This is an optimization exercise on Yosys and OpenROAD, whose aim is small area, a short achievable clock period and few clock cycles per item, not a production implementation.
Only the layout flow was run in this run; the RTL was not checked for function there.

$ cat flow/config.mk
export PLATFORM = sky130hd
export DESIGN_NAME = anemometer_period_speed_meter_top
export DESIGN_NICKNAME = anemometer_period_speed_meter_top
export VERILOG_FILES = /design/flow/design.v
export SDC_FILE = /design/flow/constraint.sdc
export NUM_CORES = 4
export LEC_CHECK = 0
export CAP_MARGIN = 20
export CORE_MARGIN = 2
export CORE_UTILIZATION = 40
export SETUP_SLACK_MARGIN = 3
export SLEW_MARGIN = 20
$ cat flow/constraint.sdc
create_clock -name core_clock -period 9.0 [get_ports {clk_i}]
set_input_delay 1.8000 -clock core_clock [delete_from_list [all_inputs] [get_ports {clk_i}]]
set_output_delay 1.8000 -clock core_clock [all_outputs]
set_load 0.01 [all_outputs]
$ cat flow/design.v
package apm_pkg;
  localparam int unsigned DataBits   = 32;
  localparam int unsigned RpmBits    = 30;
  localparam int unsigned CfgIdxBits = 2;
  localparam logic [CfgIdxBits-1:0] CfgDebounce    = 2'd0;
  localparam logic [CfgIdxBits-1:0] CfgStopTimeout = 2'd1;
  localparam logic [CfgIdxBits-1:0] CfgSpeedScale  = 2'd2;
  localparam logic OpPulse = 1'b0;
  localparam logic OpPoll  = 1'b1;
  localparam logic [DataBits-1:0] DebounceReset = 32'd40000;
  localparam logic [DataBits-1:0] StopReset     = 32'd3000000;
  localparam logic [DataBits-1:0] ScaleReset    = 32'd558584000;
  localparam logic [DataBits-1:0] RpmQ4Num = 32'd960000000;
  localparam int unsigned     MphNumBits = 18;
  localparam int unsigned     MphDenBits = 17;
  localparam logic [MphNumBits-1:0] MphNum = 18'd223694;
  localparam logic [MphDenBits-1:0] MphDen = 17'd100000;
  localparam int unsigned     ProdBits     = DataBits + MphNumBits;
  localparam int unsigned     MphDigitBits = 4;
  localparam int unsigned     MphSteps     = (ProdBits + MphDigitBits - 1) / MphDigitBits;
  localparam int unsigned     MphQuotBits  = MphSteps * MphDigitBits;
  localparam int unsigned DivSteps = DataBits;
  localparam int unsigned CntBits  = $clog2(DivSteps);
  localparam int unsigned QueueDepth     = 2;
  localparam int unsigned QueuePtrBits   = $clog2(QueueDepth);
  localparam int unsigned QueueCountBits = $clog2(QueueDepth + 1);
  typedef struct packed {
    logic                operation;
    logic [DataBits-1:0] now_us;
  } in_word_t;
  typedef struct packed {
    logic                pulse_accepted;
    logic [DataBits-1:0] revolutions;
    logic [DataBits-1:0] period_us;
    logic [RpmBits-1:0]  rpm_q4;
    logic [DataBits-1:0] speed_mm_per_s;
    logic [DataBits-1:0] speed_milli_mph;
  } out_word_t;
  typedef struct packed {
    logic                pulse_accepted;
    logic [DataBits-1:0] revolutions;
    logic [DataBits-1:0] period_us;
  } job_t;
endpackage
module anemometer_period_speed_meter_top (
  input  logic                           clk_i,
  input  logic                           rst_ni,
  input  logic                           in_valid_i,
  output logic                           in_ready_o,
  input  apm_pkg::in_word_t              in_word_i,
  output logic                           out_valid_o,
  input  logic                           out_ready_i,
  output apm_pkg::out_word_t             out_word_o,
  input  logic                           cfg_we_i,
  input  logic [apm_pkg::CfgIdxBits-1:0] cfg_index_i,
  input  logic [apm_pkg::DataBits-1:0]   cfg_data_i
);
  localparam logic [31:0] RpmNum = apm_pkg::RpmQ4Num;
  logic [31:0] deb_q, stop_q, scale_q;
  logic        stg_we_q;
  logic [1:0]  stg_idx_q;
  logic [31:0] stg_data_q;
  always_ff @(posedge clk_i or negedge rst_ni) begin
    if (!rst_ni) begin
      stg_we_q <= 1'b0;
    end else begin
      stg_we_q <= cfg_we_i;
    end
  end
  always_ff @(posedge clk_i) begin
    stg_idx_q  <= cfg_index_i;
    stg_data_q <= cfg_data_i;
  end
  always_ff @(posedge clk_i or negedge rst_ni) begin
    if (!rst_ni) begin
      deb_q   <= apm_pkg::DebounceReset;
      stop_q  <= apm_pkg::StopReset;
      scale_q <= apm_pkg::ScaleReset;
    end else if (stg_we_q) begin
      case (stg_idx_q)
        apm_pkg::CfgDebounce:    deb_q   <= stg_data_q;
        apm_pkg::CfgStopTimeout: stop_q  <= stg_data_q;
        apm_pkg::CfgSpeedScale:  scale_q <= stg_data_q;
        default: ;
      endcase
    end
  end
  typedef enum logic [1:0] {
    StIdle,
    StDiv,
    StLast
  } state_e;
  state_e      state_q;
  logic        in_v_q;             
  logic        t_v_q;              
  logic        out_valid_q;
  logic        cache_q;            
  logic [31:0] last_q;
  logic        pulse_q;
  logic [31:0] rev_q, per_q;
  logic [29:0] quo_r_q;            
  logic [31:0] quo_s_q;            
  logic [1:0]  nb_r_q, nb_s_q;     
  logic [31:0] mph_q;
  logic [32:0] rem_r_q, rem_s_q;   
  logic [1:0]  qb_q;               
  logic [16:0] rem_m_q;            
  logic        sat_q;
  logic [4:0]  cnt_q;
  logic        in_rdy_q;
  assign in_ready_o  = in_rdy_q;
  assign out_valid_o = out_valid_q;
  assign out_word_o  = {pulse_q, rev_q, per_q, quo_r_q, quo_s_q, mph_q};
  logic        in_op_q;
  logic [31:0] in_now_q;
  always_ff @(posedge clk_i) begin
    if (in_ready_o) begin
      in_op_q  <= in_word_i.operation;
      in_now_q <= in_word_i.now_us;
    end
  end
  logic [32:0] el_x;
  logic [31:0] elapsed;
  logic        wrap, deb_ok, stop_hit;
  logic [33:0] x_a, x_b, x_d, y_d, x_s, x_c, y_s, y_c, x, y;
  logic [3:0]  el_skip;
  logic        t_deb_q, t_stop_q, t_elz_q;
  logic [3:0]  t_skip_q;
  assign el_x    = {1'b0, in_now_q} - {1'b0, last_q};
  assign elapsed = el_x[31:0];
  assign wrap    = el_x[32];
  assign x_a = {2'b00, in_now_q};
  assign x_b = {2'b11, ~last_q};
  assign x_d = {2'b11, ~deb_q};
  assign y_d = {2'b11, ~stop_q};
  assign x_s = x_a ^ x_b ^ x_d;
  assign x_c = {(x_a[32:0] & x_b[32:0]) | (x_a[32:0] & x_d[32:0]) | (x_b[32:0] & x_d[32:0]), 1'b1};
  assign y_s = x_a ^ x_b ^ y_d;
  assign y_c = {(x_a[32:0] & x_b[32:0]) | (x_a[32:0] & y_d[32:0]) | (x_b[32:0] & y_d[32:0]), 1'b0};
  assign x   = x_s + x_c + 34'd1;
  assign y   = y_s + y_c + 34'd1;
  assign deb_ok   = wrap ? !(x[33] && !x[32]) : !x[33];
  assign stop_hit = wrap ? !(y[33] && !y[32]) : !y[33];
  always_comb begin
    el_skip = '0;
    for (int i = 1; i < 15; i++) if ((elapsed >> (2*i)) != 32'd0) el_skip = 4'(i);
  end
  always_ff @(posedge clk_i) begin
    if (in_v_q) begin
      t_deb_q  <= deb_ok;
      t_stop_q <= stop_hit;
      t_elz_q  <= in_now_q == last_q;
      t_skip_q <= el_skip;
    end
  end
  logic        last_nz, per_nz, pulse_ok, set_per, clr_per, fire, go_div, go_zero;
  logic [3:0]  p_skip_q;           
  assign last_nz  = last_q != '0;
  assign per_nz   = per_q != '0;
  assign pulse_ok = (in_op_q == apm_pkg::OpPulse) && t_deb_q;
  assign set_per  = pulse_ok && last_nz;
  assign clr_per  = (in_op_q == apm_pkg::OpPoll) && last_nz && t_stop_q;
  assign fire     = t_v_q && (state_q == StIdle) && (!out_valid_q || out_ready_i);
  assign go_div   = set_per ? !t_elz_q : (!clr_per && per_nz && !cache_q);
  assign go_zero  = set_per ? t_elz_q : (clr_per || !per_nz);
  always_comb begin
  end
  logic [3:0]  skip;
  logic        num_small;
  logic [31:0] scl, rpm;
  assign skip      = set_per ? t_skip_q : p_skip_q;
  assign num_small = scale_q[31:30] == '0;
  assign scl       = num_small ? {scale_q[29:0], 2'b00} : scale_q;
  assign rpm       = num_small ? {RpmNum[29:0], 2'b00} : RpmNum;
  logic [63:0] num_s, num_r;
  logic [4:0]  cnt_init, nb_idx;
  assign num_s    = {32'b0, scl} << {skip, 1'b0};
  assign num_r    = {32'b0, rpm} << {skip, 1'b0};
  assign cnt_init = {~skip, 1'b1} - {3'b0, num_small, 1'b0};
  assign nb_idx   = (state_q == StIdle) ? {~skip, 1'b1} : cnt_q - 5'd2;
  function automatic logic [33:0] nr_step(input logic [32:0] rem, input logic nb,
                                          input logic [31:0] d);
    logic [33:0] dv;
    dv = rem[32] ? {2'b00, d} : ~{2'b00, d};
    nr_step = {rem, nb} + dv + {33'b0, ~rem[32]};
  endfunction
  logic [33:0] nr_r1, nr_s1, nr_r, nr_s;
  assign nr_r1 = nr_step(rem_r_q, nb_r_q[1], per_q);
  assign nr_s1 = nr_step(rem_s_q, nb_s_q[1], per_q);
  assign nr_r  = nr_step(nr_r1[32:0], nb_r_q[0], per_q);
  assign nr_s  = nr_step(nr_s1[32:0], nb_s_q[0], per_q);
  function automatic logic ge_const(input logic [16:0] x, input logic [16:0] c);
    logic gt, eq;
    gt = 1'b0;
    eq = 1'b1;
    for (int i = 16; i >= 0; i--) begin
      gt = gt | (eq & x[i] & ~c[i]);
      eq = eq & (x[i] == c[i]);
    end
    ge_const = gt | eq;
  endfunction
  function automatic logic [49:0] mph_step(input logic [49:0] st, input logic b);
    logic        sat, ge1, ge2, ge3, s0, ao;
    logic [31:0] y, yn;
    logic [16:0] r, rn;
    logic [17:0] m0;
    logic [2:0]  mv;
    logic [3:0]  mlow;
    logic [28:0] yinc;
    {sat, y, r} = st;
    m0  = {r, 1'b0};
    ge1 = ge_const(r, 17'd50000);    
    ge2 = ge_const(r, 17'd38153);    
    ge3 = ge_const(r, 17'd88153);    
    if (!b) begin
      if (!ge1) begin rn = m0[16:0];                    mv = 3'd0; end
      else      begin rn = 17'(m0 - 18'd100000);        mv = 3'd1; end
    end else begin
      if (!ge2)      begin rn = 17'(m0 + 18'd23694);    mv = 3'd2; end
      else if (!ge3) begin rn = 17'(m0 - 18'd76306);    mv = 3'd3; end
      else           begin rn = 17'(m0 - 18'd176306);   mv = 3'd4; end
    end
    mlow = {1'b0, y[1:0], 1'b0} + {1'b0, mv};
    yinc = y[30:2] + 1'b1;
    s0   = sat | y[31];
    ao   = &y[30:2];
    yn   = {32{s0}} | {(mlow[3] ? (yinc | {29{ao}}) : y[30:2]), (mlow[2:0] | {3{mlow[3] & ao}})};
    mph_step = {s0 | (mlow[3] & ao), yn, rn};
  endfunction
  logic [49:0] mph_st1, mph_st2;
  logic [16:0] rem_m_d;
  logic [31:0] mph_d;
  logic        sat_d;
  assign mph_st1 = mph_step({sat_q, mph_q, rem_m_q}, qb_q[1]);
  assign mph_st2 = mph_step(mph_st1, qb_q[0]);
  assign {sat_d, mph_d, rem_m_d} = mph_st2;
  state_e state_d;
  logic   in_v_d, t_v_d, out_valid_d;
  always_comb begin
    state_d     = state_q;
    in_v_d      = in_rdy_q && in_valid_i;
    t_v_d       = in_v_q || (t_v_q && !fire);
    out_valid_d = out_valid_q && !out_ready_i;
    unique case (state_q)
      StIdle: begin
        if (fire) begin
          if (go_div) state_d = StDiv;
          else        out_valid_d = 1'b1;
        end
      end
      StDiv:   if (cnt_q == 5'd1) state_d = StLast;
      StLast: begin
        out_valid_d = 1'b1;
        state_d     = StIdle;
      end
      default: state_d = StIdle;
    endcase
  end
  always_ff @(posedge clk_i or negedge rst_ni) begin
    if (!rst_ni) begin
      in_rdy_q    <= 1'b1;
      in_v_q      <= 1'b0;
      t_v_q       <= 1'b0;
      state_q     <= StIdle;
      out_valid_q <= 1'b0;
      cache_q     <= 1'b0;
      last_q      <= '0;
      rev_q       <= '0;
      per_q       <= '0;
      p_skip_q    <= '0;
    end else begin
      in_rdy_q    <= !in_v_d && (!t_v_d || (state_d == StIdle && !out_valid_d));
      in_v_q      <= in_v_d;
      t_v_q       <= t_v_d;
      state_q     <= state_d;
      out_valid_q <= out_valid_d;
      if (stg_we_q && stg_idx_q == apm_pkg::CfgSpeedScale) cache_q <= 1'b0;
      if (fire) begin
        if (pulse_ok) begin
          last_q <= in_now_q;
          rev_q  <= rev_q + 1'b1;
        end
        if (set_per) begin
          per_q    <= elapsed;
          p_skip_q <= t_skip_q;
        end else if (clr_per) begin
          per_q    <= '0;
          p_skip_q <= '0;
        end
        if (!go_div && go_zero) cache_q <= 1'b1;
      end
      if (state_q == StLast) cache_q <= 1'b1;
    end
  end
  always_ff @(posedge clk_i) begin
    nb_r_q <= (state_q == StIdle) ? {rpm[nb_idx], rpm[{nb_idx[4:1], 1'b0}]}
                                  : {RpmNum[nb_idx], RpmNum[{nb_idx[4:1], 1'b0}]};
    nb_s_q <= (state_q == StIdle) ? {scl[nb_idx], scl[{nb_idx[4:1], 1'b0}]}
                                  : {scale_q[nb_idx], scale_q[{nb_idx[4:1], 1'b0}]};
  end
  always_ff @(posedge clk_i) begin
    unique case (state_q)
      StIdle: begin
        if (fire) begin
          pulse_q <= pulse_ok;
          rem_r_q <= {1'b0, num_r[63:32]};
          rem_s_q <= {1'b0, num_s[63:32]};
          qb_q    <= 2'b00;
          rem_m_q <= '0;
          sat_q   <= 1'b0;
          cnt_q   <= cnt_init;
          if (go_div || go_zero) begin
            quo_r_q <= '0;
            quo_s_q <= '0;
            mph_q   <= '0;
          end
        end
      end
      StDiv: begin
        rem_r_q <= nr_r[32:0];
        quo_r_q <= {quo_r_q[27:0], ~nr_r1[33], ~nr_r[33]};
        rem_s_q <= nr_s[32:0];
        quo_s_q <= {quo_s_q[29:0], ~nr_s1[33], ~nr_s[33]};
        qb_q    <= {~nr_s1[33], ~nr_s[33]};
        rem_m_q <= rem_m_d;
        sat_q   <= sat_d;
        mph_q   <= mph_d;
        cnt_q   <= cnt_q - 5'd2;
      end
      StLast: begin
        rem_m_q <= rem_m_d;
        sat_q   <= sat_d;
        mph_q   <= mph_d;
      end
      default: ;
    endcase
  end
endmodule
$ cat flow/run.sh
#!/bin/bash
# synth_recipe.tcl (not shown) runs the flow's synth.tcl, then flattens the netlist and writes it again
# the make line also repeats each setting of config.mk as NAME=value (left out here)
make -C /OpenROAD-flow-scripts/flow DESIGN_CONFIG=/design/flow/config.mk WORK_HOME=/design/flow/orfs CLKGATE_MAP_FILE= SYNTH_SCRIPT=/design/flow/synth_recipe.tcl finish
==> flow_summary.toml <==
[hold_path]
holdCritPathClass = "reg2reg"

[sta]
final.setup.tns_ns = 0
setup_viol = 0
finalWorstPathRequiredPeriod_ns = 5.98
grt_setup_unrepaired = "yes"
finClkSkew_ns = 0.0416
hold_violations = 0
max_freq_mhz = 167
relSlewSlack_pct = 27.5
slew_viol_final = 0
period_share_pct = 66.5
worstMarginPinSlew_ns = 1.09

[floorplanning]
fp.dieH_um = 303
start_util_pct = 40.4
placementRows = 109
die_area_um2 = 91900
io_pins = 233
die_w_um = 303
core_um2 = 88500

[job]
cap_violations = 0

[logic_synthesis]
synth_nets = 4212
synth_area_leaders = "edfxtp_1 (19%), dfrtp_1 (12%), ha_1 (9.0%)"
syn_avg_cell_area_um2 = 9.39
yosys_warnings = 1
synth_common_cells = "nand2_1 (296), a21oi_1 (294), o21ai_0 (266)"
yosys.cell_count.top_type = "nand2_1"
synth_edf_count = 224
synth_cell_types = 116
ys_seq_area_share_pct = 35.3
ys_ff_latch = 466
synthFlopType = "edfxtp_1"
synth_top_cell_by_area = "edfxtp_1"
synth_cells = 3813
synthesis.area_um2 = 35800
synth_top_area_share_pct = 18.8
ys_async_sr_fraction_pct = 43.8

[cts]
clkTransAtPathRegs_ns = 0.06
h-tree-depth = 2
cts_root_buffer = "clkbuf_16"
clockBufferDepth = 3
cts_num_sinks = 466
cts_tree = "yes"
clock_latency_ns = 0.66
numCtsBuffers = 56
hold_buffers = 0

[route]
postRouteAntennaNets = 0
vias = 29900
wl_mm = 109
first_pass_iters = 6
drt-vias-per-instance = 5.69
drt-wirelength-per-cell_um = 20.7
drcViolationCount = 0
drtIter0Drc = 2009

[worst_setup_path]
r2r_slack_ns = 3.02
setup.worst_path.class = "reg2reg"
cp_max_fo = 6
start_kind = "flip-flop"
required_ns = 9.44
cp-end-kind = "flip-flop"
arrival_ns = 6.42

[final_layout]
drive_above_1_share_pct = 12.5
num_antenna_cells = 0
syn_to_final_growth_pct = 19.3
postLayoutCoreUtil_pct = 48.3
fin_nets = 4445

[global_routing]
antenna_found_initial = 1
grt_max_degree = 99
grt_pass1_vias = 28800
track_usage_pct = 23.2
grt-ovfl-total = 0
grt_pass1_wl_mm = 168

[status]
outcome = "no timing/DRC/antenna violations"

[placement]
io_buffer_count = 232
dp_hpwl_mm = 80.7
gp_congestion = 0.926
==> metal layers <==
metal	track usage [%]	up-vias	wire, um
li1	-	14400	-
met1	32.2	14500	49300
met2	37.5	852	49900
met3	2.73	177	6010
met4	7.44	2	3780
met5	0	-	13
==> registers in the layout (all words and copies together), names as in the netlist, 16 cells and up <==
| signal | count |
|---|---|
| rem_r_q | 33 |
| stop_q | 32 |
| scale_q | 32 |
| quo_s_q | 32 |
| per_q | 32 |
| rem_m_q | 16 |
| in_now_q | 32 |
| quo_r_q | 30 |
| stg_data_q | 32 |
| last_q | 32 |
| mph_q | 32 |
| deb_q | 32 |
| rev_q | 32 |
| rem_s_q | 33 |
==> kinds of logic after synthesis <==
| logic type | share of synthesized area [%] |
|---|---|
| flops | 35.3 |
| buf+inv | 4.36 |
| xor+xnor | 8.81 |
| simple gates | 14.3 |
| compound gates | 20.8 |
| mux | 3.51 |
| fa+ha+maj | 13.0 |
==> layout by cell type, fill, tap and decap left out, types with 22 or more instances in the layout <==
| cell type | instances |
|---|---|
| mux2i_1 | 29 |
| a211oi_1 | 37 |
| nor4_1 | 34 |
| dfrtp_1 | 168 |
| a21o_1 | 110 |
| nor2b_1 | 36 |
| clkdlybuf4s50_1 | 231 |
| fa_1 | 66 |
| nor3_1 | 61 |
| nand2b_1 | 42 |
| and2_1 | 74 |
| or3_1 | 27 |
| xor2_1 | 115 |
| ha_1 | 247 |
| a21oi_1 | 284 |
| xnor2_1 | 237 |
| nor2_1 | 225 |
| clkbuf_16 | 61 |
| buf_4 | 111 |
| inv_1 | 199 |
| o21a_1 | 34 |
| nand3_1 | 72 |
| o22ai_1 | 47 |
| dfstp_2 | 26 |
| o21bai_1 | 31 |
| mux2_2 | 75 |
| a22o_1 | 26 |
| nand4_1 | 49 |
| edfxtp_1 | 224 |
| and3_1 | 26 |
| a31oi_1 | 26 |
| nand2_1 | 294 |
| o211ai_1 | 22 |
| o21ai_0 | 245 |
| dfxtp_1 | 38 |
==> final timing paths <==
kind | from | end | cells after the start
worst min register to register | stg_data_q[15] | deb_q[15] | 2
min in group asynchronous | rst_ni | rev_q[31] | 1
worst max-delay path | rem_r_q[32] | rem_r_q[32] | 26
worst min-delay path | stg_data_q[15] | deb_q[15] | 2
worst max register to register | rem_r_q[32] | rem_r_q[32] | 26
max in group asynchronous | rst_ni | per_q[10] | 2
==> timing repair <==
action                                  in CTS  in global routing
buffers inserted                            29                 46
cloned                                       0                  3
pin swaps                                   20                 56
endpoints found under the setup margin      92                 71
resized for setup                           65                108
==> per-stage QoR <==
| stage | cell area, um2 | hold WS [ns] | instances | setup WS [ns] |
|---|---|---|---|---|
| global route | 42700 | 0.507 | 5259 | 2.83 |
| floorplan | 35800 | 0.413 | 3813 | 3.01 |
| global placement | 39200 | 0.456 | 5075 | 1.72 |
| finish | 42700 | 0.465 | 5259 | 3.02 |
| CTS | 41800 | 0.471 | 5210 | 2.98 |
| detailed placement | 39200 | 0.463 | 5075 | 1.43 |
==> critical path, stage by stage (launching register included) <==
cell,delay (ns)
edfxtp_1,0.50
buf_12,0.20
buf_6,0.12
xnor2_1,0.12
ha_2,0.37
nor2_4,0.05
nor4b_4,0.28
a22oi_2,0.08
buf_6,0.14
o32ai_4,0.34
a21oi_2,0.12
o21ai_2,0.24
xor2_4,0.18
buf_12,0.15
buf_4,0.14
xnor2_1,0.12
ha_2,0.33
or3_4,0.37
o21ai_2,0.08
a211oi_2,0.07
o31a_1,0.34
o311ai_4,0.31
a31oi_4,0.15
o2111ai_2,0.27
o21ai_4,0.12
o31ai_2,0.26
mux2i_1,0.30
==> final cells by class <==
type	count	area, um2
clock buffer	69	1540
clock inverter	37	529
fill	8371	45800
inverter	206	773
multi-input combinational	2959	22300
sequential	466	12600
tap	1165	1460
timing repair buffer	357	3430

-- what the ideal ports hide --
No port has a modelled driver above. Below, the same layout with a new extraction and two added sets of constraints.
Step 1 (the two cells are an assumption about what drives the block):
set clk [get_ports {clk_i}]
set_driving_cell -lib_cell sky130_fd_sc_hd__clkbuf_16 $clk
set_driving_cell -lib_cell sky130_fd_sc_hd__buf_2 [delete_from_list [all_inputs] $clk]
Step 2 adds t to the input delays and takes it off the output delays; t is the mean of the earliest and latest rising clock arrival at the registers after step 1. Input paths then give back, and output paths get back, about the clock's delay inside the block.
a / b / c = no drivers / after step 1 / after step 2; a / b = the first two.
shift t [ns]: 0.701
setup WS [ns]: 3.019 / 3.019 / 3.019
latest minus earliest clock arrival (ns): 0.043 / 0.043
cell pins on the clock port's net: 1
After both steps this run still meets setup and hold. The setup slack of this run moves by 0.000 ns with the drivers and by 0.000 ns with both steps.
